From an optimization exercise on the open Yosys and OpenROAD flow, aimed at small area, a short achievable clock period and few clock cycles per item; shortcuts taken in it are not production practice. Function was checked by simulation only, so behaviour that the tests miss may differ from the original. Power figures rest on the tool's default switching activity, not on a simulated workload.

==> raven <==
// priority_wildcard_host_matcher
module priority_wildcard_host_matcher #(
    parameter int ENTRIES     = 8,
    parameter int PATTERN_LEN = 63
) (
    input  logic                i_clk,
    input  logic                i_rst_n,
    input  logic                i_in_valid,
    output logic                o_in_ready,
    input  logic [42:0]         i_in_data,
    output logic                o_out_valid,
    input  logic                i_out_ready,
    output logic [5:0]          o_out_data
);
clock: 10.0 ns
lec_check: 0
cap_margin: 20
core_margin: 2
core_utilization: 65
slew_margin: 20
standard.sh (not shown) runs the stock make flow with config.mk's settings and CLKGATE_MAP_FILE= SYNTH_SCRIPT=/design/flow/synth_recipe.tcl, a recipe that flattens the netlist after the stock synthesis.
==> flow/flow/run.sh <==
#!/bin/bash
# Standard ORFS layout (the standard.sh, unchanged synthesis), with timing repair aimed
# well below the clock period so that the achieved period is short, and a clock tree with
# smaller leaf buffers (clkbuf_8 driving clusters of up to 16 flip-flops) in place of the
# default clkbuf_16 leaves.
set -euo pipefail
export CTS_ARGS="-sink_clustering_enable -repair_clock_nets -sink_clustering_size 16 -sink_clustering_max_diameter 60 -sink_clustering_buffer sky130_fd_sc_hd__clkbuf_8 -buf_list {sky130_fd_sc_hd__clkbuf_8 sky130_fd_sc_hd__clkbuf_16}"
bash standard.sh SETUP_SLACK_MARGIN=6.5 finish > standard_flow.log 2>&1
==> delta (differences from raven) <==
==> flow/flow/run.sh (replaced) <==
#!/bin/bash
# Standard ORFS layout (the standard.sh, unchanged synthesis), with timing repair aimed
# well below the clock period so that the achieved period is short.
set -euo pipefail
bash standard.sh SETUP_SLACK_MARGIN=6.5 finish > standard_flow.log 2>&1
==> qor.csv <==
metric;value;unit
Multi-input gate area;0.0324;mm2
Hold Path Origin;r_rb[222][1];
outcome;no timing/DRC/antenna violations;
sw frac;21.5;%
fin util;70.4;%
Non-CTS buffers;154;
pwr/cell area;205;mW/mm2
Final Non-Filler Cells;13500;
relative slew slack;23.1;%
routed via count divided by cell count;5.62;
That was raven.
==> qor.csv <==
metric;value;unit
sw frac;21.3;%
pwr/cell area;238;mW/mm2
Final Non-Filler Cells;13800;
Non-CTS buffers;149;
fin util;74.1;%
Multi-input gate area;0.0324;mm2
routed via count divided by cell count;5.62;
outcome;no timing/DRC/antenna violations;
Hold Path Origin;r_rb[228][4];
Cell Chain, Critical Path;buf_6;
That was delta.
Testbench counts of raven, summed over its fixed seeds: cycles 16,055, items 16,039.
Testbench counts of delta, summed over its fixed seeds: cycles 16,055, items 16,039.

* * *

==> inputs of zinc <==
Another version of the RTL of priority_wildcard_host_matcher (not shown whole).
export LEC_CHECK = 0
export CAP_MARGIN = 20
export CORE_MARGIN = 2
export CORE_UTILIZATION = 60
export SLEW_MARGIN = 20
create_clock -name core_clock -period 10.0 [get_ports {i_clk}]
==> flow/flow/run.sh <==
#!/bin/bash
# Standard ORFS layout (the standard.sh, unchanged synthesis), with timing repair aimed
# well below the clock period so that the achieved period is short.
set -euo pipefail
bash standard.sh SETUP_SLACK_MARGIN=6.5 finish > standard_flow.log 2>&1
==> inputs of yarrow, as changes to zinc <==
--- a/flow/design.v
+++ b/flow/design.v
@@ -58,53 +58,76 @@
     localparam int WB  = P - WIN;            
     localparam int LR  = P - WIN;            
     localparam int QW  = $clog2(NQ + 1);
     logic               r_v1;
     logic [2:0]         r_op1;
     logic [7:0]         r_ch1;
+    logic               r_chz1;              
+    logic               r_hs1;               
+    logic               r_star1;             
+    logic               r_qm1;               
     logic signed [31:0] r_pr1;
     logic               r_rdy;
     logic [QW-1:0]      r_pend;              
     logic               w_acc;
     logic               w_acc_res;
     logic               w_pop;
     logic [QW-1:0]      w_pend_nx;
     logic               w_stall_nx;          
+    logic               w_room;              
     assign o_in_ready = r_rdy;
     assign w_acc      = i_in_valid && r_rdy;
     assign w_acc_res  = w_acc && ((w_in.operation == pwhm_pkg::OP_COMMIT) ||
                                   (w_in.operation == pwhm_pkg::OP_END));
     assign w_pop      = o_out_valid && i_out_ready;
     assign w_pend_nx  = r_pend + QW'(w_acc_res) - QW'(w_pop);
+    always_comb begin
+        w_room = 1'b0;
+        for (int n = 0; n <= NQ; n++) begin
+            if (r_pend == QW'(n)) begin
+                if (n < NQ - 1) begin
+                    w_room = 1'b1;
+                end else if (n == NQ - 1) begin
+                    w_room = !w_acc_res || w_pop;
+                end else begin
+                    w_room = w_pop && !w_acc_res;
+                end
+            end
+        end
+    end
     always_ff @(posedge i_clk) begin
         if (!i_rst_n) begin
             r_v1   <= 1'b0;
             r_rdy  <= 1'b1;
             r_pend <= '0;
         end else begin
             r_v1   <= w_acc;
-            r_rdy  <= (w_pend_nx < QW'(NQ)) && !w_stall_nx;
+            r_rdy  <= w_room && !w_stall_nx;
             r_pend <= w_pend_nx;
         end
         r_op1 <= w_in.operation;
         r_pr1 <= w_in.priority_req;
+        r_hs1 <= (w_in.operation == pwhm_pkg::OP_HOST) && (w_in.char_byte != 8'h00);
         if (w_acc) begin
-            r_ch1 <= pwhm_pkg::f_lower(w_in.char_byte);
+            r_ch1  <= pwhm_pkg::f_lower(w_in.char_byte);
+            r_chz1 <= (w_in.char_byte == 8'h00);
+            r_star1 <= (w_in.char_byte == pwhm_pkg::STAR_CH);
+            r_qm1   <= (w_in.char_byte == pwhm_pkg::QMARK_CH);
         end
     end
     localparam logic [1:0] B_IDLE = 2'd0;
     localparam logic [1:0] B_APP  = 2'd1;    
     localparam logic [1:0] B_PASS = 2'd2;    
     logic w_pat_raw, w_pat, w_commit, w_host, w_end, w_sort;
     logic w_ch_zero;
     assign w_pat_raw = r_v1 && (r_op1 == pwhm_pkg::OP_PAT);
     assign w_commit  = r_v1 && (r_op1 == pwhm_pkg::OP_COMMIT);
     assign w_host    = r_v1 && (r_op1 == pwhm_pkg::OP_HOST);
     assign w_end     = r_v1 && (r_op1 == pwhm_pkg::OP_END);
     assign w_sort    = r_v1 && (r_op1 == pwhm_pkg::OP_SORT);
-    assign w_ch_zero = (r_ch1 == 8'h00);
+    assign w_ch_zero = r_chz1;
     logic [CW-1:0]  r_cnt;                   
     logic [E-1:0]   r_valid;                 
     logic [E-1:0]   r_slot;                  
     logic [LW-1:0]  r_blen;                  
     logic [LW-1:0]  r_slen;                  
     logic           r_ovf;
@@ -114,17 +137,18 @@
     logic           r_hterm;
     logic           r_slow;                  
     logic [1:0]     r_bm;                    
     logic           r_pgo;                   
     logic           r_pdone;                 
     logic [LW-1:0]  r_g;                     
+    logic           r_aln;                   
+    logic [LW-1:0]  w_g_nx;
     logic           w_is_star;
     logic           w_take_c;                
     logic           w_store_c;               
     logic           w_app_c;                 
-    logic [LW-1:0]  w_m;                     
     logic           w_aligned;
     logic           w_defer;
     logic           w_pat_take;
     logic           w_pat_store;
     logic           w_app;                   
     logic           w_full;
@@ -133,38 +157,38 @@
     logic           w_fast;
     logic           w_sstart;
     logic           w_proc;                  
     logic           w_wstep;                 
     logic           w_long;
     logic [7:0]     w_code;
-    assign w_is_star   = (r_ch1 == pwhm_pkg::STAR_CH);
+    assign w_is_star   = r_star1;
     assign w_take_c    = !r_term && !w_ch_zero && (r_blen < LW'(P));
     assign w_store_c   = w_take_c && !(w_is_star && r_pstar);
-    assign w_app_c     = w_store_c && (|r_slot) && (r_slen >= LW'(WIN));
-    assign w_m         = r_slen - LW'(WIN);
-    assign w_aligned   = (r_g == w_m);
+    assign w_app_c     = w_store_c && (|r_slot) && (r_slen[LW-1:4] != '0);
+    assign w_aligned   = r_aln;
+    assign w_g_nx      = (r_g == LW'(LR - 1)) ? '0 : r_g + 1'b1;
     assign w_defer     = w_pat_raw && w_app_c && !w_aligned;
     assign w_pat       = (w_pat_raw && !w_defer) || ((r_bm == B_APP) && w_aligned);
     assign w_pat_take  = w_pat && w_take_c;
     assign w_pat_store = w_pat && w_store_c;
     assign w_app       = w_pat && w_app_c;
     assign w_full      = (r_cnt >= CW'(E));
     assign w_add       = w_commit && !w_full && !r_ovf;
-    assign w_step      = w_host && !r_hterm && !w_ch_zero;
+    assign w_step      = r_v1 && r_hs1 && !r_hterm;
     assign w_fast      = w_step && !r_slow;
     assign w_sstart    = w_step && r_slow;
     assign w_proc      = (r_bm == B_PASS) && !r_pdone && (r_pgo || (r_g == '0));
     assign w_wstep     = (r_bm == B_PASS) && r_pdone;
     assign w_long      = (r_slen > LW'(WIN));
     assign w_stall_nx  = (w_acc && (w_in.operation == pwhm_pkg::OP_HOST) &&
                           (r_slow || (w_add && w_long))) ||
                          (w_acc && (w_in.operation == pwhm_pkg::OP_PAT) &&
                           (r_slen >= LW'(WIN - 1))) ||
                          w_defer || w_sstart || (r_bm != B_IDLE);
     assign w_code      = w_is_star ? pwhm_pkg::STAR_CODE :
-                         (r_ch1 == pwhm_pkg::QMARK_CH) ? pwhm_pkg::QMARK_CODE : r_ch1;
+                         r_qm1 ? pwhm_pkg::QMARK_CODE : r_ch1;
     always_ff @(posedge i_clk) begin
         if (!i_rst_n) begin
             r_cnt   <= '0;
             r_valid <= '0;
             r_slot  <= E'(1);
             r_blen  <= '0;
@@ -176,14 +200,22 @@
             r_hterm <= 1'b0;
             r_slow  <= 1'b0;
             r_bm    <= B_IDLE;
             r_pgo   <= 1'b0;
             r_pdone <= 1'b0;
             r_g     <= '0;
+            r_aln   <= 1'b0;
         end else begin
-            r_g <= (r_g == LW'(LR - 1)) ? '0 : r_g + 1'b1;
+            r_g <= w_g_nx;
+            if (w_commit) begin
+                r_aln <= 1'b0;
+            end else if (w_pat_store) begin
+                r_aln <= ((w_g_nx + LW'(WIN - 1)) == r_slen);
+            end else begin
+                r_aln <= ((w_g_nx + LW'(WIN)) == r_slen);
+            end
             if (w_pat && !r_term) begin
                 if (w_ch_zero) begin
                     r_term <= 1'b1;
                 end else if (r_blen >= LW'(P)) begin
                     r_ovf <= 1'b1;
                 end
@@ -401,30 +433,41 @@
         end else if (r_ovf) begin
             w_res = {pwhm_pkg::ST_TOO_LONG, 3'd0};
         end else begin
             w_res = {pwhm_pkg::ST_ADDED, 3'(r_cnt)};
         end
     end
+    localparam int PW = $clog2(NQ);
     logic [5:0]    r_q [NQ];
+    logic [PW-1:0] r_rd;
+    logic [PW-1:0] r_wr;
     logic [QW-1:0] r_qn;
     logic          r_qv;
-    logic [QW-1:0] w_wpos;
-    assign w_wpos = r_qn - QW'(w_pop);
+    logic [5:0]    r_out;
+    logic [PW-1:0] w_rd_nx;
+    logic [QW-1:0] w_qn_nx;
+    logic          w_bypass;
+    assign w_rd_nx  = r_rd + PW'(w_pop);
+    assign w_qn_nx  = r_qn + QW'(w_push) - QW'(w_pop);
+    assign w_bypass = (r_qn - QW'(w_pop)) == '0;
     always_ff @(posedge i_clk) begin
         if (!i_rst_n) begin
+            r_rd <= '0;
+            r_wr <= '0;
             r_qn <= '0;
             r_qv <= 1'b0;
         end else begin
-            r_qn <= r_qn + QW'(w_push) - QW'(w_pop);
-            r_qv <= (r_qn + QW'(w_push) - QW'(w_pop)) != '0;
-        end
-        for (int i = 0; i < NQ; i++) begin
-            if (w_push && (w_wpos == QW'(i))) begin
-                r_q[i] <= w_res;
-            end else if (w_pop) begin
-                if (i < NQ - 1) r_q[i] <= r_q[i+1];
+            r_rd <= w_rd_nx;
+            if (w_push) begin
+                r_wr <= r_wr + 1'b1;
             end
+            r_qn <= w_qn_nx;
+            r_qv <= w_qn_nx != '0;
+        end
+        if (w_push) begin
+            r_q[r_wr] <= w_res;
         end
+        r_out <= w_bypass ? w_res : r_q[w_rd_nx];
     end
     assign o_out_valid = r_qv;
-    assign o_out_data  = r_q[0];
+    assign o_out_data  = r_out;
 endmodule
==> flow/flow/run.sh (replaced) <==
#!/bin/bash
# Standard ORFS layout (the standard.sh, unchanged synthesis), with timing repair aimed
# well below the clock period so that the achieved period is short, and a clock tree with
# smaller leaf buffers (clkbuf_8 driving clusters of up to 16 flip-flops) in place of the
# default clkbuf_16 leaves. Ports are buffered with buf_4 (the standard flow's port buffers can
# come out as slow delay cells that timing repair may not swap).
set -euo pipefail
export CTS_ARGS="-sink_clustering_enable -repair_clock_nets -sink_clustering_size 16 -sink_clustering_max_diameter 60 -sink_clustering_buffer sky130_fd_sc_hd__clkbuf_8 -buf_list {sky130_fd_sc_hd__clkbuf_8 sky130_fd_sc_hd__clkbuf_16}"
export BUFFER_PORTS_ARGS="-buffer_cell sky130_fd_sc_hd__buf_4"
bash standard.sh SETUP_SLACK_MARGIN=6.5 finish > standard_flow.log 2>&1
CORE_UTILIZATION = 65   (was 60)
==> inputs of harbor, as changes to zinc <==
--- a/flow/design.v
+++ b/flow/design.v
@@ -66,26 +66,41 @@
     logic [QW-1:0]      r_pend;              
     logic               w_acc;
     logic               w_acc_res;
     logic               w_pop;
     logic [QW-1:0]      w_pend_nx;
     logic               w_stall_nx;          
+    logic               w_room;              
     assign o_in_ready = r_rdy;
     assign w_acc      = i_in_valid && r_rdy;
     assign w_acc_res  = w_acc && ((w_in.operation == pwhm_pkg::OP_COMMIT) ||
                                   (w_in.operation == pwhm_pkg::OP_END));
     assign w_pop      = o_out_valid && i_out_ready;
     assign w_pend_nx  = r_pend + QW'(w_acc_res) - QW'(w_pop);
+    always_comb begin
+        w_room = 1'b0;
+        for (int n = 0; n <= NQ; n++) begin
+            if (r_pend == QW'(n)) begin
+                if (n < NQ - 1) begin
+                    w_room = 1'b1;
+                end else if (n == NQ - 1) begin
+                    w_room = !w_acc_res || w_pop;
+                end else begin
+                    w_room = w_pop && !w_acc_res;
+                end
+            end
+        end
+    end
     always_ff @(posedge i_clk) begin
         if (!i_rst_n) begin
             r_v1   <= 1'b0;
             r_rdy  <= 1'b1;
             r_pend <= '0;
         end else begin
             r_v1   <= w_acc;
-            r_rdy  <= (w_pend_nx < QW'(NQ)) && !w_stall_nx;
+            r_rdy  <= w_room && !w_stall_nx;
             r_pend <= w_pend_nx;
         end
         r_op1 <= w_in.operation;
         r_pr1 <= w_in.priority_req;
         if (w_acc) begin
             r_ch1 <= pwhm_pkg::f_lower(w_in.char_byte);
@@ -401,30 +416,41 @@
         end else if (r_ovf) begin
             w_res = {pwhm_pkg::ST_TOO_LONG, 3'd0};
         end else begin
             w_res = {pwhm_pkg::ST_ADDED, 3'(r_cnt)};
         end
     end
+    localparam int PW = $clog2(NQ);
     logic [5:0]    r_q [NQ];
+    logic [PW-1:0] r_rd;
+    logic [PW-1:0] r_wr;
     logic [QW-1:0] r_qn;
     logic          r_qv;
-    logic [QW-1:0] w_wpos;
-    assign w_wpos = r_qn - QW'(w_pop);
+    logic [5:0]    r_out;
+    logic [PW-1:0] w_rd_nx;
+    logic [QW-1:0] w_qn_nx;
+    logic          w_bypass;
+    assign w_rd_nx  = r_rd + PW'(w_pop);
+    assign w_qn_nx  = r_qn + QW'(w_push) - QW'(w_pop);
+    assign w_bypass = (r_qn - QW'(w_pop)) == '0;
     always_ff @(posedge i_clk) begin
         if (!i_rst_n) begin
+            r_rd <= '0;
+            r_wr <= '0;
             r_qn <= '0;
             r_qv <= 1'b0;
         end else begin
-            r_qn <= r_qn + QW'(w_push) - QW'(w_pop);
-            r_qv <= (r_qn + QW'(w_push) - QW'(w_pop)) != '0;
-        end
-        for (int i = 0; i < NQ; i++) begin
-            if (w_push && (w_wpos == QW'(i))) begin
-                r_q[i] <= w_res;
-            end else if (w_pop) begin
-                if (i < NQ - 1) r_q[i] <= r_q[i+1];
+            r_rd <= w_rd_nx;
+            if (w_push) begin
+                r_wr <= r_wr + 1'b1;
             end
+            r_qn <= w_qn_nx;
+            r_qv <= w_qn_nx != '0;
+        end
+        if (w_push) begin
+            r_q[r_wr] <= w_res;
         end
+        r_out <= w_bypass ? w_res : r_q[w_rd_nx];
     end
     assign o_out_valid = r_qv;
-    assign o_out_data  = r_q[0];
+    assign o_out_data  = r_out;
 endmodule
==> flow/flow/run.sh (replaced) <==
#!/bin/bash
# Standard ORFS layout (the standard.sh, unchanged synthesis), with timing repair aimed
# well below the clock period so that the achieved period is short, and a clock tree with
# smaller leaf buffers (clkbuf_8 driving clusters of up to 16 flip-flops) in place of the
# default clkbuf_16 leaves. Ports are buffered with buf_4 (the standard flow's port buffers can
# come out as slow delay cells that timing repair may not swap).
set -euo pipefail
export CTS_ARGS="-sink_clustering_enable -repair_clock_nets -sink_clustering_size 16 -sink_clustering_max_diameter 60 -sink_clustering_buffer sky130_fd_sc_hd__clkbuf_8 -buf_list {sky130_fd_sc_hd__clkbuf_8 sky130_fd_sc_hd__clkbuf_16}"
export BUFFER_PORTS_ARGS="-buffer_cell sky130_fd_sc_hd__buf_4"
bash standard.sh SETUP_SLACK_MARGIN=6.5 finish > standard_flow.log 2>&1
CORE_UTILIZATION = 65   (was 60)
==> summary of the runs <==
- harbor finished with timing, DRC and antenna clean. zinc finished but failed the layout checks on antenna rules. yarrow ran to the end with no violations.
- The lowest synthesized cell count belongs to zinc, the highest to yarrow.
- Register-to-register slack, highest first: yarrow, harbor, zinc.
- Against harbor, the synthesized area of zinc is lower by about 0.46%.
- Between yarrow and harbor, the lower core utilization is in harbor (gap 0.10 points).
- Against harbor, the non-clock buffer count of zinc is higher by 12.
- The highest clock skew belongs to zinc, the lowest to harbor.
- Worst hold slack, highest first: harbor, yarrow, zinc.
- Sequential share of layout area: yarrow > harbor > zinc.
- Clock power is about the same in harbor and yarrow.
- Of zinc and harbor, zinc has the higher cell count (gap 4.7%, measured against harbor).
==> figures <==
Post-CTS Setup Repair Bufs: harbor 15; yarrow 1; zinc 13
Area inside the core boundary: harbor 232000 um2; yarrow 231000 um2; zinc 249000 um2
Met3 Use GR: harbor 3.89%; yarrow 4.02%; zinc 3.79%
Sum of internal, switching and leakage power: harbor 0.0329 W; yarrow 0.0331 W; zinc 0.0407 W
Non-clock buffer contribution to total cell area: harbor 1.04%; yarrow 0.751%; zinc 1.17%
Sequential element share of the synthesized area: harbor 77.0%; yarrow 77.3%; zinc 77.3%
Seq pwr share: harbor 64.9%; yarrow 64.5%; zinc 52.5%
Portion of total power attributed to the clock network: harbor 31.7%; yarrow 31.4%; zinc 43.8%
Logic pwr share: harbor 3.5%; yarrow 4.1%; zinc 3.7%
Placed cell count: harbor 12900; yarrow 13000; zinc 13200
Non-Filler Cell Area, Final: harbor 163000 um2; yarrow 162000 um2; zinc 172000 um2
Average wire per standard cell: harbor 21.4 um; yarrow 21.6 um; zinc 21.6 um
Status: harbor complete, no violations; yarrow complete, no violations; zinc complete, but fails checks
Violated checks: harbor -; yarrow -; zinc antenna rules
Die outline width: harbor 487 um; yarrow 486 um; zinc 505 um
Xor-xnor portion of the synthesized cell area: harbor 6.42%; yarrow 6.48%; zinc 6.43%
Rows: harbor 177; yarrow 176; zinc 183
Final antenna diode count: harbor 10; yarrow 7; zinc 16
Final RePlAce weighted congestion: harbor 0.887; yarrow 0.902; zinc 0.887
Routed via count divided by cell count: harbor 5.64; yarrow 5.60; zinc 5.46
Portion of the layout cell area used by clock cells: harbor 4.22%; yarrow 4.19%; zinc 9.21%
Post-route worst hold slack: harbor 0.287 ns; yarrow 0.270 ns; zinc 0.258 ns
Source-to-sink clock delay at the later pin of the worst-skew pair: harbor 0.94 ns; yarrow 0.95 ns; zinc 1.01 ns
Testbench counts of zinc, summed over its fixed seeds: cycles 16,055, items 16,039.
Testbench counts of yarrow, summed over its fixed seeds: cycles 16,055, items 16,039.
Testbench counts of harbor, summed over its fixed seeds: cycles 16,055, items 16,039.

[separate check: timing with driven ports]
No port has a modelled driver above. Below, the same layouts with a new extraction and two added sets of constraints.
Step 1 (the two cells are an assumption about what drives the block):
set clk [get_ports {i_clk}]
set_driving_cell -lib_cell sky130_fd_sc_hd__clkbuf_16 $clk
set_driving_cell -lib_cell sky130_fd_sc_hd__buf_2 [delete_from_list [all_inputs] $clk]
Step 2 also shifts input and output timing later by t, the mid clock arrival at the registers, as if the neighbouring blocks saw the same clock.
Slacks: ideal ports / drivers / drivers and shift; pairs: ideal ports / drivers.
run | shift t [ns] | setup WS [ns] | clock arrival spread, ns
raven | 1.003 | 6.448 / 6.448 / 5.616 | 0.076 / 0.076
delta | 1.071 | 6.517 / 6.415 / 5.567 | 0.168 / 0.168
zinc | 1.057 | 6.496 / 6.414 / 5.604 | 0.157 / 0.157
yarrow | 1.016 | 6.561 / 6.485 / 6.079 | 0.100 / 0.099
harbor | 1.014 | 6.527 / 6.439 / 6.128 | 0.073 / 0.073
For delta, which loses most, drivers alone change the setup slack by -0.102 ns; drivers and shift together by -0.950 ns.
